This design comes from an exercise in tuning for small area and a short achievable clock period on the open sky130 flow, not from production work. RTL that was checked went through simulation tests only; none was proved equivalent to the original.

==> build 92 <==
==> flow/design.v <==
module core_trace_buf #(
  parameter int DEPTH_LOG2 = 4,
  parameter int SEQ_W      = 16
) (
  input  logic                  clk,
  input  logic                  rst,
  input  logic                  trace_en,
  input  logic                  clear,
  input  logic [31:0]           core_pc,
  input  logic [31:0]           core_inst,
  input  logic                  core_rf_we,
  input  logic [4:0]            core_rf_waddr,
  input  logic [31:0]           core_rf_wdata,
  output logic                  out_valid,
  input  logic                  out_ready,
  output logic [SEQ_W-1:0]      out_seq,
  output logic [31:0]           out_pc,
  output logic [31:0]           out_inst,
  output logic                  out_rd_we,
  output logic [4:0]            out_rd,
  output logic [31:0]           out_rd_data,
  output logic [DEPTH_LOG2:0]   count,
  output logic                  overflow,
  output logic [SEQ_W-1:0]      drop_cnt
);
  localparam int DEPTH = 1 << DEPTH_LOG2;
  localparam int NS    = DEPTH - 1;                   
  localparam int CW    = DEPTH_LOG2 + 1;
  localparam int REC_W = SEQ_W + 32 + 32 + 1 + 5 + 32;
  logic [REC_W-1:0]      r_mem [NS];
  logic [REC_W-1:0]      r_head;
  logic [NS-1:0]         r_wptr;                      
  logic [NS:0]           r_hsel;                      
  logic [CW-1:0]         r_count;
  logic                  r_valid, r_c1, r_c2, r_full;  
  logic [SEQ_W-1:0]      r_seq, r_drop;
  logic                  r_ovf;
  logic                  w_attempt, w_pop, w_push, w_drop, w_up, w_dn, w_to_mem, w_le1_n, w_hold;
  logic [REC_W-1:0]      w_rec, w_head_d;
  logic [NS:0]           w_hld;
  logic [NS-1:0]         w_wen;
  assign w_attempt = trace_en & ~clear;
  assign w_pop     = r_valid & out_ready & ~clear;
  assign w_push    = w_attempt & (~r_full | w_pop);
  assign w_drop    = w_attempt & r_full & ~w_pop;
  assign w_up      = w_push & ~w_pop;
  assign w_dn      = w_pop & ~w_push;
  assign w_to_mem  = w_push & r_valid & ~(r_c1 & out_ready);
  assign w_le1_n   = clear | ~r_valid | r_c1 & ~w_up | r_c2 & w_dn;
  assign w_rec     = {r_seq, core_pc, core_inst, core_rf_we & (core_rf_waddr != 5'd0), core_rf_waddr, core_rf_wdata};
  assign {out_seq, out_pc, out_inst, out_rd_we, out_rd, out_rd_data} = r_head;
  assign out_valid = r_valid;
  assign count     = r_count;
  assign overflow  = r_ovf;
  assign drop_cnt  = r_drop;
  assign w_hold = r_valid & ~out_ready;
  assign w_hld  = w_hold ? '0 : r_hsel;
  always_comb begin
    w_head_d = (w_hold ? r_head : '0) | (w_hld[NS] ? w_rec : '0);
    for (int i = 0; i < NS; i++)
      w_head_d = w_head_d | (w_hld[i] ? r_mem[i] : '0);
  end
  always_comb
    for (int i = 0; i < NS; i++)
      w_wen[i] = r_wptr[i] & (~r_full | out_ready);
  always_ff @(posedge clk)
    for (int i = 0; i < NS; i++)
      if (w_wen[i]) r_mem[i] <= w_rec;
  always_ff @(posedge clk)
    r_head <= w_head_d;
  always_ff @(posedge clk or posedge rst)
    if (rst) begin
      r_wptr  <= NS'(1);
      r_hsel  <= (NS+1)'(1) << NS;
      r_count <= '0;
      r_valid <= 1'b0;
      r_c1    <= 1'b0;
      r_c2    <= 1'b0;
      r_full  <= 1'b0;
      r_seq   <= '0;
      r_drop  <= '0;
      r_ovf   <= 1'b0;
    end else if (clear) begin
      r_wptr  <= NS'(1);
      r_hsel  <= (NS+1)'(1) << NS;
      r_count <= '0;
      r_valid <= 1'b0;
      r_c1    <= 1'b0;
      r_c2    <= 1'b0;
      r_full  <= 1'b0;
      r_seq   <= '0;
      r_drop  <= '0;
      r_ovf   <= 1'b0;
    end else begin
      if (w_to_mem) r_wptr <= {r_wptr[NS-2:0], r_wptr[NS-1]};
      if (w_le1_n)
        r_hsel <= (NS+1)'(1) << NS;
      else if (w_pop)
        r_hsel <= {1'b0, r_hsel[NS-2:0], r_hsel[NS-1]};
      else if (r_c1)
        r_hsel <= {1'b0, r_wptr};
      if (w_up) begin
        r_count <= r_count + 1'b1;
        r_valid <= 1'b1;
        r_c1    <= ~r_valid;
        r_c2    <= r_c1;
        r_full  <= r_count == CW'(DEPTH - 1);
      end else if (w_dn) begin
        r_count <= r_count - 1'b1;
        r_valid <= ~r_c1;
        r_c1    <= r_c2;
        r_c2    <= r_count == CW'(3);
        r_full  <= 1'b0;
      end
      r_seq   <= w_attempt ? r_seq + 1'b1 : r_seq;
      r_drop  <= (w_drop && r_drop != '1) ? r_drop + 1'b1 : r_drop;
      r_ovf   <= r_ovf | w_drop;
    end
endmodule
==> flow/run.sh <==
#!/bin/bash
# synth_recipe.tcl (not shown) runs the flow's synth.tcl, then flattens the netlist and writes it again
# the make line also repeats each setting of config.mk as NAME=value (left out here)
make -C /OpenROAD-flow-scripts/flow DESIGN_CONFIG=/design/flow/config.mk WORK_HOME=/design/flow/orfs CLKGATE_MAP_FILE= SYNTH_SCRIPT=/design/flow/synth_recipe.tcl finish
==> flow/config.mk <==
export PLATFORM = sky130hd
export DESIGN_NAME = core_trace_buf
export DESIGN_NICKNAME = core_trace_buf
export VERILOG_FILES = /design/flow/design.v
export SDC_FILE = /design/flow/constraint.sdc
export NUM_CORES = 4
export LEC_CHECK = 0
export CAP_MARGIN = 20
export CORE_MARGIN = 2
export CORE_UTILIZATION = 40
export SETUP_SLACK_MARGIN = 3.2
export SLEW_MARGIN = 20
==> flow/constraint.sdc <==
create_clock -name core_clock -period 5.5 [get_ports {clk}]
set_input_delay 1.1000 -clock core_clock [delete_from_list [all_inputs] [get_ports {clk}]]
set_output_delay 1.1000 -clock core_clock [all_outputs]
set_load 0.01 [all_outputs]
==> inputs of trial 23, as changes to build 92 <==
--- a/flow/design.v
+++ b/flow/design.v
@@ -29,7 +29,8 @@
   localparam int REC_W = SEQ_W + 32 + 32 + 1 + 5 + 32;
   logic [REC_W-1:0]      r_mem [NS];
   logic [REC_W-1:0]      r_head;
-  logic [NS-1:0]         r_wptr;                      
+  logic [NS-1:0]         r_wa, r_wb;                  
+  logic [NS-1:0]         w_wptr;
   logic [NS:0]           r_hsel;                      
   logic [CW-1:0]         r_count;
   logic                  r_valid, r_c1, r_c2, r_full;  
@@ -55,22 +56,86 @@
   assign drop_cnt  = r_drop;
   assign w_hold = r_valid & ~out_ready;
   assign w_hld  = w_hold ? '0 : r_hsel;
+  localparam int NT = NS + 2;                         
+  localparam int NG = (NT + 2) / 3;
+  logic [REC_W-1:0] w_dat [NG*3];
+  logic [NG*3-1:0]  w_sel;
+  logic [REC_W-1:0] w_grp_n [NG];
   always_comb begin
-    w_head_d = (w_hold ? r_head : '0) | (w_hld[NS] ? w_rec : '0);
-    for (int i = 0; i < NS; i++)
-      w_head_d = w_head_d | (w_hld[i] ? r_mem[i] : '0);
+    w_dat[0] = r_head;
+    w_sel[0] = w_hold;
+    w_dat[1] = w_rec;
+    w_sel[1] = w_hld[NS];
+    for (int i = 0; i < NS; i++) begin
+      w_dat[i+2] = r_mem[i];
+      w_sel[i+2] = w_hld[i];
+    end
+    for (int t = NT; t < NG*3; t++) begin
+      w_dat[t] = w_dat[3*(NG-1)];
+      w_sel[t] = w_sel[3*(NG-1)];
+    end
+  end
+  for (genvar g = 0; g < NG; g++) begin : g_grp
+    for (genvar b = 0; b < REC_W; b++) begin : g_bit
+      core_trace_buf_aoi3 u_aoi (
+        .a1(w_sel[3*g]),   .a2(w_dat[3*g][b]),
+        .b1(w_sel[3*g+1]), .b2(w_dat[3*g+1][b]),
+        .c1(w_sel[3*g+2]), .c2(w_dat[3*g+2][b]),
+        .y(w_grp_n[g][b])
+      );
+    end
+  end
+  always_comb begin
+    w_head_d = '1;
+    for (int g = 0; g < NG; g++) w_head_d = w_head_d & w_grp_n[g];
+    w_head_d = ~w_head_d;
   end
   always_comb
     for (int i = 0; i < NS; i++)
-      w_wen[i] = r_wptr[i] & (~r_full | out_ready);
+      w_wen[i] = r_wa[i] | r_wb[i] & out_ready;
   always_ff @(posedge clk)
     for (int i = 0; i < NS; i++)
       if (w_wen[i]) r_mem[i] <= w_rec;
   always_ff @(posedge clk)
     r_head <= w_head_d;
+  assign w_wptr = r_wa | r_wb;
+  logic [NS-1:0]  n_wptr;
+  logic [NS:0]    n_hsel;
+  logic [CW-1:0]  n_count;
+  logic           n_valid, n_c1, n_c2, n_full;
+  always_comb begin
+    n_wptr  = w_wptr;
+    n_hsel  = r_hsel;
+    n_count = r_count;
+    n_valid = r_valid;
+    n_c1    = r_c1;
+    n_c2    = r_c2;
+    n_full  = r_full;
+    if (w_to_mem) n_wptr = {w_wptr[NS-2:0], w_wptr[NS-1]};
+    if (w_le1_n)
+      n_hsel = (NS+1)'(1) << NS;
+    else if (w_pop)
+      n_hsel = {1'b0, r_hsel[NS-2:0], r_hsel[NS-1]};
+    else if (r_c1)
+      n_hsel = {1'b0, w_wptr};
+    if (w_up) begin
+      n_count = r_count + 1'b1;
+      n_valid = 1'b1;
+      n_c1    = ~r_valid;
+      n_c2    = r_c1;
+      n_full  = r_count == CW'(DEPTH - 1);
+    end else if (w_dn) begin
+      n_count = r_count - 1'b1;
+      n_valid = ~r_c1;
+      n_c1    = r_c2;
+      n_c2    = r_count == CW'(3);
+      n_full  = 1'b0;
+    end
+  end
   always_ff @(posedge clk or posedge rst)
     if (rst) begin
-      r_wptr  <= NS'(1);
+      r_wa    <= NS'(1);
+      r_wb    <= '0;
       r_hsel  <= (NS+1)'(1) << NS;
       r_count <= '0;
       r_valid <= 1'b0;
@@ -81,7 +146,8 @@
       r_drop  <= '0;
       r_ovf   <= 1'b0;
     end else if (clear) begin
-      r_wptr  <= NS'(1);
+      r_wa    <= NS'(1);
+      r_wb    <= '0;
       r_hsel  <= (NS+1)'(1) << NS;
       r_count <= '0;
       r_valid <= 1'b0;
@@ -92,28 +158,22 @@
       r_drop  <= '0;
       r_ovf   <= 1'b0;
     end else begin
-      if (w_to_mem) r_wptr <= {r_wptr[NS-2:0], r_wptr[NS-1]};
-      if (w_le1_n)
-        r_hsel <= (NS+1)'(1) << NS;
-      else if (w_pop)
-        r_hsel <= {1'b0, r_hsel[NS-2:0], r_hsel[NS-1]};
-      else if (r_c1)
-        r_hsel <= {1'b0, r_wptr};
-      if (w_up) begin
-        r_count <= r_count + 1'b1;
-        r_valid <= 1'b1;
-        r_c1    <= ~r_valid;
-        r_c2    <= r_c1;
-        r_full  <= r_count == CW'(DEPTH - 1);
-      end else if (w_dn) begin
-        r_count <= r_count - 1'b1;
-        r_valid <= ~r_c1;
-        r_c1    <= r_c2;
-        r_c2    <= r_count == CW'(3);
-        r_full  <= 1'b0;
-      end
+      r_wa    <= n_full ? '0 : n_wptr;
+      r_wb    <= n_full ? n_wptr : '0;
+      r_hsel  <= n_hsel;
+      r_count <= n_count;
+      r_valid <= n_valid;
+      r_c1    <= n_c1;
+      r_c2    <= n_c2;
+      r_full  <= n_full;
       r_seq   <= w_attempt ? r_seq + 1'b1 : r_seq;
       r_drop  <= (w_drop && r_drop != '1) ? r_drop + 1'b1 : r_drop;
       r_ovf   <= r_ovf | w_drop;
     end
 endmodule
+module core_trace_buf_aoi3 (
+  input  logic a1, a2, b1, b2, c1, c2,
+  output logic y
+);
+  assign y = ~(a1 & a2 | b1 & b2 | c1 & c2);
+endmodule
--- a/flow/config.mk
+++ b/flow/config.mk
@@ -7,6 +7,10 @@
 export LEC_CHECK = 0
 export CAP_MARGIN = 20
 export CORE_MARGIN = 2
-export CORE_UTILIZATION = 40
+export CORE_UTILIZATION = 50
+export CTS_CLUSTER_DIAMETER = 150
+export CTS_CLUSTER_SIZE = 28
 export SETUP_SLACK_MARGIN = 3.2
 export SLEW_MARGIN = 20
+export SYNTH_HIERARCHICAL = 1
+export SYNTH_MINIMUM_KEEP_SIZE = 0
==> inputs of trial 21, as changes to build 92 <==
==> flow/design.v (replaced) <==
module core_trace_buf #(
  parameter int DEPTH_LOG2 = 4,
  parameter int SEQ_W      = 16
) (
  input  logic                  clk,
  input  logic                  rst,
  input  logic                  trace_en,
  input  logic                  clear,
  input  logic [31:0]           core_pc,
  input  logic [31:0]           core_inst,
  input  logic                  core_rf_we,
  input  logic [4:0]            core_rf_waddr,
  input  logic [31:0]           core_rf_wdata,
  output logic                  out_valid,
  input  logic                  out_ready,
  output logic [SEQ_W-1:0]      out_seq,
  output logic [31:0]           out_pc,
  output logic [31:0]           out_inst,
  output logic                  out_rd_we,
  output logic [4:0]            out_rd,
  output logic [31:0]           out_rd_data,
  output logic [DEPTH_LOG2:0]   count,
  output logic                  overflow,
  output logic [SEQ_W-1:0]      drop_cnt
);
  localparam int DEPTH = 1 << DEPTH_LOG2;
  localparam int REC_W = SEQ_W + 32 + 32 + 1 + 5 + 32;
  logic [REC_W-1:0]      r_mem [DEPTH];
  logic [DEPTH_LOG2-1:0] r_wptr, r_rptr;
  logic [DEPTH_LOG2:0]   r_count;
  logic [SEQ_W-1:0]      r_seq, r_drop;
  logic                  r_ovf;
  logic                  w_attempt, w_full, w_pop, w_push, w_drop;
  logic [REC_W-1:0]      w_rec;
  assign w_attempt = trace_en & ~clear;
  assign w_full    = r_count[DEPTH_LOG2];
  assign out_valid = r_count != '0;
  assign w_pop     = out_valid & out_ready & ~clear;
  assign w_push    = w_attempt & (~w_full | w_pop);
  assign w_drop    = w_attempt & w_full & ~w_pop;
  assign w_rec     = {r_seq, core_pc, core_inst, core_rf_we & (core_rf_waddr != 5'd0), core_rf_waddr, core_rf_wdata};
  assign {out_seq, out_pc, out_inst, out_rd_we, out_rd, out_rd_data} = out_valid ? r_mem[r_rptr] : '0;
  assign count     = r_count;
  assign overflow  = r_ovf;
  assign drop_cnt  = r_drop;
  always_ff @(posedge clk)
    if (w_push) r_mem[r_wptr] <= w_rec;
  always_ff @(posedge clk or posedge rst)
    if (rst) begin
      r_wptr  <= '0;
      r_rptr  <= '0;
      r_count <= '0;
      r_seq   <= '0;
      r_drop  <= '0;
      r_ovf   <= 1'b0;
    end else if (clear) begin
      r_wptr  <= '0;
      r_rptr  <= '0;
      r_count <= '0;
      r_seq   <= '0;
      r_drop  <= '0;
      r_ovf   <= 1'b0;
    end else begin
      r_wptr  <= w_push ? r_wptr + 1'b1 : r_wptr;
      r_rptr  <= w_pop ? r_rptr + 1'b1 : r_rptr;
      r_count <= r_count + (DEPTH_LOG2+1)'(w_push) - (DEPTH_LOG2+1)'(w_pop);
      r_seq   <= w_attempt ? r_seq + 1'b1 : r_seq;
      r_drop  <= (w_drop && r_drop != '1) ? r_drop + 1'b1 : r_drop;
      r_ovf   <= r_ovf | w_drop;
    end
endmodule
--- a/flow/config.mk
+++ b/flow/config.mk
@@ -8,5 +8,4 @@
 export CAP_MARGIN = 20
 export CORE_MARGIN = 2
 export CORE_UTILIZATION = 40
-export SETUP_SLACK_MARGIN = 3.2
 export SLEW_MARGIN = 20
==> impl_metrics.csv <==
group,metric,value,unit
outcome,status,"timing/DRC/antenna clean",
min_path,worstHoldStart,"r_mem[2][21]$_DFFE_PP_",
finish,mostFrequentLayoutCells,"edfxtp_1 (1770), a222oi_1 (708), buf_6 (165), nand3_1 (127), and4_1 (118)",
power_and_ir_drop,pg_clk,7290,uW
sta,setup_slack,2980,ps
global_route,use_met3,8.60,%
finish,nClkBuffers,134,
global_route,first_global_vias,40100,
clocking,clk_latency,760,ps
finish,diodes,7,
sta,final.min_clock_period,2520,ps
drt,wl_met2,106,mm
finish,final_area,82100,sq um
placed_design,dp_cells,5397,
global_route,grt_pass1_wl,318,mm
setup_path,cp-startpoint,"out_ready",
power_and_ir_drop,pg_seq,16900,uW
-- figures above: trial 23

==> impl_metrics.csv <==
group,metric,value,unit
outcome,status,"timing/DRC/antenna clean",
min_path,worstHoldStart,"r_mem[1][114]$_DFFE_PP_",
global_route,grt_pass1_wl,306,mm
finish,multi_input_area,12200,sq um
sta,final.min_clock_period,2500,ps
power_and_ir_drop,pg_clk,13000,uW
finish,diodes,8,
finish,mostFrequentLayoutCells,"edfxtp_1 (1770), a22oi_1 (334), a22o_1 (273), a221oi_1 (273), clkbuf_16 (198)",
finish,final_area,84000,sq um
power_and_ir_drop,powerDensity,366,nW/um^2
setup_path,cp-startpoint,"r_count[1]$_DFFE_PP0P_",
clocking,clk_latency,850,ps
global_route,first_global_vias,40800,
finish,nClkBuffers,264,
global_route,use_met3,4.30,%
sta,setup_slack,3000,ps
power_and_ir_drop,pg_seq,16600,uW
placed_design,dp_cells,6251,
-- figures above: build 92

==> impl_metrics.csv <==
group,metric,value,unit
drt,wl_met2,84.8,mm
clocking,clk_latency,840,ps
power_and_ir_drop,pg_clk,12500,uW
global_route,first_global_vias,36500,
finish,diodes,2,
power_and_ir_drop,powerDensity,429,nW/um^2
sta,final.min_clock_period,5230,ps
setup_path,r2r_start,"r_count[2]$_DFF_PP0_",
outcome,status,"timing/DRC/antenna clean",
finish,mostFrequentLayoutCells,"edfxtp_1 (1888), mux4_2 (426), clkdlybuf4s50_1 (245), mux2i_1 (202), clkbuf_16 (198)",
min_path,worstHoldStart,"r_ovf$_DFF_PP0_",
placed_design,dp_hpwl,94.2,mm
global_route,use_met3,3.37,%
finish,final_area,86600,sq um
global_route,grt_pass1_wl,254,mm
synth,synthXorXnorAreaFrac,0.200,%
global_route,overflow,0,
synth,ys_ff_latch,1934,
power_and_ir_drop,pg_seq,16500,uW
finish,nClkBuffers,249,
setup_path,cp-startpoint,"r_count[2]$_DFF_PP0_",
-- figures above: trial 21

The RTL of build 92 and trial 23 was laid out without a check of its function.

afterwards: timing with drivers on the ports:
No port has a modelled driver above. Below, the same layouts with a new extraction and two added sets of constraints. Step 1: set_driving_cell puts a clkbuf_16 on clk and a buf_2 on each other input, an assumption about the parent block. Step 2 times the ports against the registers' clock, not the clock port: input delays grow and output delays shrink by t, the midpoint of the rising clock arrivals with the driver on. Three values: ideal, step 1, step 2; two values: the first two.
| run | t (ns) | setup slack, ns | worst setup path at the end | cell pins on the clock port's net |
|---|---|---|---|---|
| build 92 | 0.912 | 2.999 / 2.912 / 2.296 | input to register | 1 |
| trial 23 | 0.824 | 2.983 / 2.931 / 2.213 | input to register | 1 |
| trial 21 | 0.890 | 0.266 / 0.184 / 1.074 | register to output | 1 |
After both steps every run listed still meets setup and hold. For trial 23, which loses most, drivers alone change the setup slack by -0.052 ns; drivers and shift together by -0.770 ns.
